This design comes from an exercise in tuning for small area, a short achievable clock period and few clock cycles per item on the open sky130 flow, not from production work.
RTL that was checked went through simulation tests only; none was proved equivalent to the original.
No activity file was given, so power comes from the tool's default toggle rates.

==> module sp_top, before the edit <==
module sp_top (
	input  wire logic       clk,
	input  wire logic       rst_n,
	input  wire logic       in_valid,
	input  wire logic [8:0] in_data,
	input  wire logic [1:0] in_mode,
	output logic            out_valid,
	output logic [8:0]      out_data
);
	logic [2:0] cnt;
	logic       inv_en;
	logic       sort_en;
	always_ff @(posedge clk or negedge rst_n) begin
		if (!rst_n) begin
			cnt <= 3'd0;
		end else if (in_valid) begin
			cnt <= (cnt == 3'd5) ? 3'd0 : cnt + 3'd1;
		end
	end
	always_ff @(posedge clk) begin
		if (in_valid && cnt == 3'd0) begin
			inv_en  <= in_mode[0];
			sort_en <= in_mode[1];
		end
	end
	logic       va;
	logic [2:0] idx_a;
	logic       fold_a;
	logic [7:0] t_a;
	logic [6:0] in_inc;
	assign in_inc = in_data[7:1] + 7'd1;
	always_ff @(posedge clk or negedge rst_n) begin
		if (!rst_n) begin
			va <= 1'b0;
		end else begin
			va <= in_valid;
		end
	end
	always_ff @(posedge clk) begin
		idx_a  <= cnt;
		fold_a <= in_data[8];
		t_a    <= in_data[8] ? {in_inc, in_data[0]} : ~in_data[7:0];
	end
	logic [8:0] a_b;
	logic [6:0] t_dec;
	logic [8:0] h;
	logic [7:0] h_inc;
	logic [8:0] inv_x;
	logic       vb;
	logic [2:0] idx_b;
	logic [8:0] ab;
	logic [8:0] bb;
	assign t_dec = t_a[7:1] - 7'd1;
	assign a_b   = fold_a ? {1'b1, t_dec, t_a[0]} : {1'b0, ~t_a};
	inv_rom u_rom (
		.t (t_a),
		.y (h)
	);
	assign h_inc = h[8:1] + 8'd1;
	assign inv_x = fold_a ? ~{h_inc, h[0]} : h;
	always_ff @(posedge clk or negedge rst_n) begin
		if (!rst_n) begin
			vb <= 1'b0;
		end else begin
			vb <= va;
		end
	end
	always_ff @(posedge clk) begin
		idx_b <= idx_a;
		ab    <= a_b;
		bb    <= inv_en ? inv_x : a_b;
	end
	logic [5:0][8:0] list;
	logic [5:0][8:0] s_sr;
	logic [5:0]      moves;
	logic            out_active;
	logic [2:0]      ocnt;
	logic [8:0]      dbl;
	logic [8:0]      s_new;
	function automatic logic le9(input logic [8:0] x, input logic [8:0] y);
		logic r;
		r = 1'b1;
		for (int i = 0; i < 9; i++) begin
			r = (~x[i] & y[i]) | (~(x[i] & ~y[i]) & r);
		end
		le9 = r;
	endfunction
	function automatic logic [8:0] add509(input logic [8:0] x, input logic [8:0] y);
		logic [9:0] sum;
		logic [9:0] sum3;
		sum    = {1'b0, x} + {1'b0, y};
		sum3   = {1'b0, x} + {1'b0, y} + 10'd3;
		add509 = sum3[9] ? sum3[8:0] : sum[8:0];
	endfunction
	always_comb begin
		moves[0] = 1'b1;
		for (int p = 1; p < 6; p++) begin
			moves[p] = out_active || !sort_en || (32'(idx_b) <= 5 - p) || le9(list[p], bb);
		end
	end
	always_ff @(posedge clk) begin
		for (int p = 0; p < 6; p++) begin
			if (out_active || (vb && moves[p])) begin
				if (p == 0) begin
					list[p] <= d_next;
				end else if (p < 5) begin
					list[p] <= moves[p+1] ? list[p+1] : bb;
				end else begin
					list[p] <= bb;
				end
			end
		end
	end
	assign dbl   = (bb[8] || (&bb[7:0])) ? {bb[7:0] + 8'd1, 1'b1} : {bb[7:0], 1'b0};
	assign s_new = add509(ab, dbl);
	always_ff @(posedge clk) begin
		if (vb || out_active) begin
			s_sr <= {s_new, s_sr[5:1]};
		end
	end
	logic       last_ins;
	logic [8:0] d_next;
	logic [8:0] e_next;
	assign last_ins = vb && (idx_b == 3'd5);
	assign d_next   = moves[1] ? list[1] : bb;
	assign e_next   = add509(s_sr[1], d_next);
	always_ff @(posedge clk or negedge rst_n) begin
		if (!rst_n) begin
			out_active <= 1'b0;
			ocnt       <= 3'd0;
			out_valid  <= 1'b0;
			out_data   <= 9'd0;
		end else begin
			if (last_ins) begin
				out_active <= 1'b1;
				ocnt       <= 3'd0;
			end else if (out_active) begin
				if (ocnt == 3'd4) begin
					out_active <= 1'b0;
				end
				ocnt <= ocnt + 3'd1;
			end
			out_valid <= last_ins || out_active;
			out_data <= (last_ins || out_active) ? e_next : 9'd0;
		end
	end
endmodule
export LEC_CHECK = 0
export CAP_MARGIN = 20
export CORE_MARGIN = 2
export CORE_UTILIZATION = 40
export SLEW_MARGIN = 20
export TNS_END_PERCENT = 0
create_clock -name core_clock -period 10.0 [get_ports {clk}]
standard.sh (not shown) runs the stock make flow with config.mk's settings and CLKGATE_MAP_FILE= SYNTH_SCRIPT=/design/flow/synth_recipe.tcl, a recipe that flattens the netlist after the stock synthesis.
==> flow/flow/run.sh <==
#!/bin/bash
# Layout flow: the standard synthesis, its combinational logic re-mapped by ABC
# (registers untouched), then the standard flow from floorplan to finish.
set -euo pipefail
WORK=$(pwd)
R=$WORK/orfs/results/$FLOW_PLATFORM/sp_top/base
ABC_SCRIPT=${ABC_SCRIPT:-delay.abc}
ABC_D=${ABC_D:-2500}
MARGIN=${MARGIN:-7}
bash standard.sh $R/1_2_yosys.v > $WORK/log_synth.txt 2>&1
cp $R/1_2_yosys.v $WORK/std_netlist.v
LIB=$FLOW_HOME/platforms/$FLOW_PLATFORM/lib/sky130_fd_sc_hd__tt_025C_1v80.lib \
  IN_V=$WORK/std_netlist.v OUT_V=$WORK/resyn_netlist.v ABC_SCRIPT=$WORK/flow/$ABC_SCRIPT ABC_D=$ABC_D \
  yosys -c $WORK/flow/resyn.tcl > $WORK/log_resyn.txt 2>&1
cp $WORK/resyn_netlist.v $R/1_2_yosys.v
touch $R/1_2_yosys.v
bash standard.sh SETUP_SLACK_MARGIN=$MARGIN finish > $WORK/log_finish.txt 2>&1
==> flow/flow/area.abc <==
strash
dch -f
map -a
topo
stime -p
==> flow/flow/delay.abc <==
strash
dch -f
map {D}
buffer -p
upsize {D}
dnsize {D}
topo
stime -p
==> flow/flow/resyn.tcl <==
# Re-maps the combinational logic of the standard synthesis netlist with ABC.
# Registers stay the instances the standard synthesis made (same names and cells).
# env: IN_V, OUT_V, LIB, ABC_SCRIPT, ABC_D
yosys -import
set lib $::env(LIB)
read_liberty -ignore_miss_func $lib
read_verilog -defer $::env(IN_V)
hierarchy -top $::env(FLOW_TOP)
setattr -mod -set keep_hierarchy 1 sky130_fd_sc_hd__df* sky130_fd_sc_hd__edf* sky130_fd_sc_hd__dl* sky130_fd_sc_hd__sdf*
flatten
opt_clean -purge
tee -o $::env(OUT_V).pre.stat stat
abc -liberty $lib -dont_use sky130_fd_sc_hd__probe_p_8 -dont_use sky130_fd_sc_hd__probec_p_8 -dont_use sky130_fd_sc_hd__lpflow_* -script $::env(ABC_SCRIPT) -D $::env(ABC_D)
opt_clean -purge
setundef -zero
splitnets
opt_clean -purge
hilomap -singleton -hicell sky130_fd_sc_hd__conb_1 HI -locell sky130_fd_sc_hd__conb_1 LO
insbuf -buf sky130_fd_sc_hd__buf_4 A X
tee -o $::env(OUT_V).stat stat -liberty $lib
select $::env(FLOW_TOP)
write_verilog -noattr -nohex -nodec -selected $::env(OUT_V)
Then changed:
--- a/flow/design.v
+++ b/flow/design.v
@@ -149,13 +149,11 @@
 		end
 	end
 	always_ff @(posedge clk) begin
 		for (int p = 0; p < 6; p++) begin
 			if (out_active || (vb && moves[p])) begin
-				if (p == 0) begin
-					list[p] <= d_next;
-				end else if (p < 5) begin
+				if (p < 5) begin
 					list[p] <= moves[p+1] ? list[p+1] : bb;
 				end else begin
 					list[p] <= bb;
 				end
 			end
@@ -167,15 +165,15 @@
 		if (vb || out_active) begin
 			s_sr <= {s_new, s_sr[5:1]};
 		end
 	end
 	logic       last_ins;
-	logic [8:0] d_next;
-	logic [8:0] e_next;
+	logic [8:0] e_list;
+	logic [8:0] e_new;
 	assign last_ins = vb && (idx_b == 3'd5);
-	assign d_next   = moves[1] ? list[1] : bb;
-	assign e_next   = add509(s_sr[1], d_next);
+	assign e_list   = add509(s_sr[1], list[1]);
+	assign e_new    = add509(s_sr[1], bb);
 	always_ff @(posedge clk or negedge rst_n) begin
 		if (!rst_n) begin
 			out_active <= 1'b0;
 			ocnt       <= 3'd0;
 			out_valid  <= 1'b0;
@@ -189,10 +187,16 @@
 					out_active <= 1'b0;
 				end
 				ocnt <= ocnt + 3'd1;
 			end
 			out_valid <= last_ins || out_active;
-			out_data <= (last_ins || out_active) ? e_next : 9'd0;
+			if (last_ins) begin
+				out_data <= moves[1] ? e_list : e_new;
+			end else if (out_active) begin
+				out_data <= e_list;
+			end else begin
+				out_data <= 9'd0;
+			end
 		end
 	end
 endmodule
 `default_nettype wire
What happened: Sequential cell count stays the same; power came out lower by a few percent; cell count came out higher slightly; design area came out lower slightly; routed wire length came out lower slightly; via count came out higher slightly.
No functional check of the RTL was part of any run of this note.

---

## the baseline
The RTL this note starts from:
==> flow/design.v <==
`default_nettype none
package sp_pkg;
	localparam int ELEM_W = 9;
	localparam int LEN    = 6;
	localparam int WIDE_W = 2 * ELEM_W;
	localparam logic [ELEM_W-1:0] MODULUS = 9'd509;
	localparam logic [ELEM_W-1:0] INV_EXP = 9'd507;
	typedef logic [ELEM_W-1:0] elem_t;
	typedef logic [WIDE_W-1:0] wide_t;
	typedef elem_t [LEN-1:0] series_t;
	typedef struct packed {
		logic sort_en;
		logic inv_en;
	} mode_t;
	typedef enum logic [2:0] {
		IDLE,
		LOAD,
		INV,
		SORT,
		SUM,
		OUT
	} ctrl_state_e;
endpackage
`default_nettype wire
`default_nettype none
module inv_rom (
	input  wire logic [7:0] t,
	output logic      [8:0] y
);
	localparam logic [255:0] M0 = 256'h63ac0482aa6d4428402422ba43fd01338ae76743cde43c16302ecf8787b6ef8e;
	localparam logic [255:0] M1 = 256'h3da5f284ae325a2dfd758edb04449cc8efc10238fea0f8489e2370fa73e918e3;
	localparam logic [255:0] M2 = 256'h2ed0f134e4f604aaf816dcc2f6f65f1e2510024f274a452c0ca5e6fa025e6090;
	localparam logic [255:0] M3 = 256'h38ccc90de1a0dd33401373262dd61369980f967b43cc1e8f2db0b1c3f55d2906;
	localparam logic [255:0] M4 = 256'h2aa2c8a7015c6916a3971a3b6cc0c2616e00c9ae71449272c7a7487ea1a46d5a;
	localparam logic [255:0] M5 = 256'h3dad0661d936689470af40959d2ecc63856f1c6d9b496df4d974ba6d2d0e7dfe;
	localparam logic [255:0] M6 = 256'h2e14a5684f09a7a58726b26ca4f7636f01665b0104ca5246d5423c393d28d662;
	localparam logic [255:0] M7 = 256'h30c632dc95d6cd5705300b1181666695d1e2b3c159d6e94e4c175b6666e5c736;
	localparam logic [255:0] M8 = 256'h095a89a1043085588dd829e321355c95245548354d08cbc8354eafa605031b5a;
	assign y[0] = M0[t];
	assign y[1] = M1[t];
	assign y[2] = M2[t];
	assign y[3] = M3[t];
	assign y[4] = M4[t];
	assign y[5] = M5[t];
	assign y[6] = M6[t];
	assign y[7] = M7[t];
	assign y[8] = M8[t];
endmodule
`default_nettype wire
`default_nettype none
module sp_top (
	input  wire logic       clk,
	input  wire logic       rst_n,
	input  wire logic       in_valid,
	input  wire logic [8:0] in_data,
	input  wire logic [1:0] in_mode,
	output logic            out_valid,
	output logic [8:0]      out_data
);
	logic [2:0] cnt;
	logic       inv_en;
	logic       sort_en;
	always_ff @(posedge clk or negedge rst_n) begin
		if (!rst_n) begin
			cnt <= 3'd0;
		end else if (in_valid) begin
			cnt <= (cnt == 3'd5) ? 3'd0 : cnt + 3'd1;
		end
	end
	always_ff @(posedge clk) begin
		if (in_valid && cnt == 3'd0) begin
			inv_en  <= in_mode[0];
			sort_en <= in_mode[1];
		end
	end
	logic       va;
	logic       fold_a;
	logic [7:0] t_a;
	logic [6:0] in_inc;
	assign in_inc = in_data[7:1] + 7'd1;
	always_ff @(posedge clk or negedge rst_n) begin
		if (!rst_n) begin
			va <= 1'b0;
		end else begin
			va <= in_valid;
		end
	end
	always_ff @(posedge clk) begin
		fold_a <= in_data[8];
		t_a    <= in_data[8] ? {in_inc, in_data[0]} : ~in_data[7:0];
	end
	logic [8:0] a_b;
	logic [6:0] t_dec;
	logic [8:0] h;
	logic [7:0] h_inc;
	logic [8:0] inv_x;
	logic       vb;
	logic [8:0] ab;
	logic [8:0] bb;
	assign t_dec = t_a[7:1] - 7'd1;
	assign a_b   = fold_a ? {1'b1, t_dec, t_a[0]} : {1'b0, ~t_a};
	inv_rom u_rom (
		.t (t_a),
		.y (h)
	);
	assign h_inc = h[8:1] + 8'd1;
	assign inv_x = fold_a ? ~{h_inc, h[0]} : h;
	always_ff @(posedge clk or negedge rst_n) begin
		if (!rst_n) begin
			vb <= 1'b0;
		end else begin
			vb <= va;
		end
	end
	always_ff @(posedge clk) begin
		ab    <= a_b;
		bb    <= inv_en ? inv_x : a_b;
	end
	logic [5:0][8:0] list;
	logic [5:0][8:0] s_sr;
	logic [5:0]      moves;
	logic            out_active;
	logic [2:0]      phase;
	logic [8:0]      s_new;
	function automatic logic le9(input logic [8:0] x, input logic [8:0] y);
		logic r;
		r = 1'b1;
		for (int i = 0; i < 9; i++) begin
			r = (~x[i] & y[i]) | (~(x[i] & ~y[i]) & r);
		end
		le9 = r;
	endfunction
	function automatic logic [8:0] add509(input logic [8:0] x, input logic [8:0] y);
		logic [9:0] sum;
		logic [9:0] sum3;
		sum    = {1'b0, x} + {1'b0, y};
		sum3   = {1'b0, x} + {1'b0, y} + 10'd3;
		add509 = sum3[9] ? sum3[8:0] : sum[8:0];
	endfunction
	always_comb begin
		moves[0] = 1'b1;
		for (int p = 1; p < 6; p++) begin
			moves[p] = out_active || !sort_en || (32'(phase) <= 5 - p) || le9(list[p], bb);
		end
	end
	always_ff @(posedge clk) begin
		for (int p = 0; p < 6; p++) begin
			if (out_active || (vb && moves[p])) begin
				if (p < 5) begin
					list[p] <= moves[p+1] ? list[p+1] : bb;
				end else begin
					list[p] <= bb;
				end
			end
		end
	end
	logic [10:0] s_t0;
	logic [11:0] s_t1;
	logic [11:0] s_t2;
	assign s_t0  = {2'b00, ab} + {1'b0, bb, 1'b0};
	assign s_t1  = {3'b000, ab} + {2'b00, bb, 1'b0} - 12'd509;
	assign s_t2  = {3'b000, ab} + {2'b00, bb, 1'b0} - 12'd1018;
	assign s_new = !s_t2[11] ? s_t2[8:0] : (!s_t1[11] ? s_t1[8:0] : s_t0[8:0]);
	always_ff @(posedge clk) begin
		if (vb || out_active) begin
			s_sr <= {s_new, s_sr[5:1]};
		end
	end
	logic       last_ins;
	logic [8:0] e_list;
	logic [8:0] e_new;
	assign last_ins = vb && (phase == 3'd5);
	assign e_list   = add509(s_sr[1], list[1]);
	assign e_new    = add509(s_sr[1], bb);
	always_ff @(posedge clk or negedge rst_n) begin
		if (!rst_n) begin
			out_active <= 1'b0;
			phase      <= 3'd0;
			out_valid  <= 1'b0;
			out_data   <= 9'd0;
		end else begin
			if (vb) begin
				if (phase == 3'd5) begin
					out_active <= 1'b1;
					phase      <= 3'd0;
				end else begin
					phase <= phase + 3'd1;
				end
			end else if (out_active) begin
				if (phase == 3'd4) begin
					out_active <= 1'b0;
					phase      <= 3'd0;
				end else begin
					phase <= phase + 3'd1;
				end
			end
			out_valid <= last_ins || out_active;
			if (last_ins) begin
				out_data <= moves[1] ? e_list : e_new;
			end else if (out_active) begin
				out_data <= e_list;
			end else begin
				out_data <= 9'd0;
			end
		end
	end
endmodule
`default_nettype wire
export LEC_CHECK = 0
export CAP_MARGIN = 20
export CORE_MARGIN = 2
export CORE_UTILIZATION = 40
export SLEW_MARGIN = 20
create_clock -name core_clock -period 10.0 [get_ports {clk}]
==> flow/flow/run.sh <==
#!/bin/bash
# Layout flow: the standard synthesis, its combinational logic re-mapped by ABC
# (registers untouched), then the standard flow from floorplan to finish.
set -euo pipefail
WORK=$(pwd)
R=$WORK/orfs/results/$FLOW_PLATFORM/sp_top/base
ABC_SCRIPT=${ABC_SCRIPT:-delay.abc}
ABC_D=${ABC_D:-2500}
MARGIN=${MARGIN:-7}
bash standard.sh $R/1_2_yosys.v > $WORK/log_synth.txt 2>&1
cp $R/1_2_yosys.v $WORK/std_netlist.v
LIB=$FLOW_HOME/platforms/$FLOW_PLATFORM/lib/sky130_fd_sc_hd__tt_025C_1v80.lib \
  IN_V=$WORK/std_netlist.v OUT_V=$WORK/resyn_netlist.v ABC_SCRIPT=$WORK/flow/$ABC_SCRIPT ABC_D=$ABC_D \
  yosys -c $WORK/flow/resyn.tcl > $WORK/log_resyn.txt 2>&1
cp $WORK/resyn_netlist.v $R/1_2_yosys.v
touch $R/1_2_yosys.v
CTS="-sink_clustering_enable -repair_clock_nets -dont_use_dummy_load -buf_list sky130_fd_sc_hd__clkbuf_8"
bash standard.sh SETUP_SLACK_MARGIN=$MARGIN "CTS_ARGS=$CTS" "BUFFER_PORTS_ARGS=-buffer_cell sky130_fd_sc_hd__buf_2" finish > $WORK/log_finish.txt 2>&1
==> flow/flow/delay.abc <==
strash
dch -f
map -D 1400
buffer -p
upsize -D 1400
dnsize -D 1400
topo
stime -p
==> flow/flow/resyn.tcl <==
# Re-maps the combinational logic of the standard synthesis netlist with ABC.
# Registers stay the instances the standard synthesis made (same names and cells).
# env: IN_V, OUT_V, LIB, ABC_SCRIPT, ABC_D
yosys -import
set lib $::env(LIB)
read_liberty -ignore_miss_func $lib
read_verilog -defer $::env(IN_V)
hierarchy -top $::env(FLOW_TOP)
setattr -mod -set keep_hierarchy 1 sky130_fd_sc_hd__df* sky130_fd_sc_hd__edf* sky130_fd_sc_hd__dl* sky130_fd_sc_hd__sdf*
flatten
opt_clean -purge
tee -o $::env(OUT_V).pre.stat stat
set cf [open $::env(OUT_V).constr w]
puts $cf "set_driving_cell sky130_fd_sc_hd__buf_1"
puts $cf "set_load 5"
close $cf
abc -constr $::env(OUT_V).constr -liberty $lib -dont_use sky130_fd_sc_hd__probe_p_8 -dont_use sky130_fd_sc_hd__probec_p_8 -dont_use sky130_fd_sc_hd__lpflow_* -script $::env(ABC_SCRIPT) -D $::env(ABC_D)
opt_clean -purge
setundef -zero
splitnets
opt_clean -purge
hilomap -singleton -hicell sky130_fd_sc_hd__conb_1 HI -locell sky130_fd_sc_hd__conb_1 LO
insbuf -buf sky130_fd_sc_hd__buf_4 A X
tee -o $::env(OUT_V).stat stat -liberty $lib
select $::env(FLOW_TOP)
write_verilog -noattr -nohex -nodec -selected $::env(OUT_V)
The baseline finished every step from synthesis to the final layout, and the layout passed the timing, design-rule and antenna checks.
Testbench counts of the baseline, summed over its fixed seeds: cycles 2,504, jobs 192.
Here is what was changed in the inputs of the candidate compared with the baseline.
--- a/flow/design.v
+++ b/flow/design.v
@@ -95,9 +95,11 @@
 	logic [7:0] h_inc;
 	logic [8:0] inv_x;
 	logic       vb;
 	logic [8:0] ab;
+	logic [8:0] bi;
 	logic [8:0] bb;
+	assign bb = inv_en ? bi : ab;
 	assign t_dec = t_a[7:1] - 7'd1;
 	assign a_b   = fold_a ? {1'b1, t_dec, t_a[0]} : {1'b0, ~t_a};
 	inv_rom u_rom (
 		.t (t_a),
@@ -113,9 +115,9 @@
 		end
 	end
 	always_ff @(posedge clk) begin
 		ab    <= a_b;
-		bb    <= inv_en ? inv_x : a_b;
+		bi    <= inv_x;
 	end
 	logic [5:0][8:0] list;
 	logic [5:0][8:0] s_sr;
 	logic [5:0]      moves;
## What came out
Going from the baseline to the candidate, clock network area share fell by 0.32 points, routed wire length picked up an extra 3600 microns.
Cmp the candidate and the baseline / full die area / higher: the candidate
Summary — worst setup margin, the candidate relative to the baseline: lower, by 0.032 ns.
Taking the baseline as the reference, in the candidate global-route wire length before repair went up 5.1%; HPWL after detailed placement held; worst clock skew on the final layout held.
Power density over the cells (the candidate vs. the baseline) increases by a few percent
met3 routed wirelength ended up about 17% higher on the candidate than on the baseline.
Function not checked in the candidate: the RTL went through the layout flow alone.

-- static timing again, ports no longer ideal --
Ports are ideal in the flow. The routed layouts listed here were re-timed in OpenROAD.
Step 1, drivers: a clkbuf_16 drives clk and a buf_2 each remaining input, both assumed.
Step 2, shift: input delay + t, output delay - t, t = (earliest + latest rising clock arrival at the registers) / 2. This alone moves slack from input paths to output paths.
Slacks: ideal / step 1 / step 2; pairs: ideal / step 1.
| run | t (ns) | setup WS [ns] | worst slew at a driven data input, ns | cell pins on the clock port's net |
|---|---|---|---|---|
| the first run of note 1 | 0.474 | 6.592 / 6.592 / 6.435 | 0.04 | 1 |
| the second run of note 1 | 0.482 | 6.886 / 6.884 / 6.500 | 0.04 | 1 |
| the baseline | 0.480 | 6.974 / 6.974 / 6.927 | 0.04 | 1 |
| the candidate | 0.477 | 6.942 / 6.942 / 6.840 | 0.03 | 1 |
After both steps setup and hold are still met in every run listed. For the second run of note 1, which loses most, drivers alone change the setup slack by -0.002 ns; drivers and shift together by -0.386 ns.
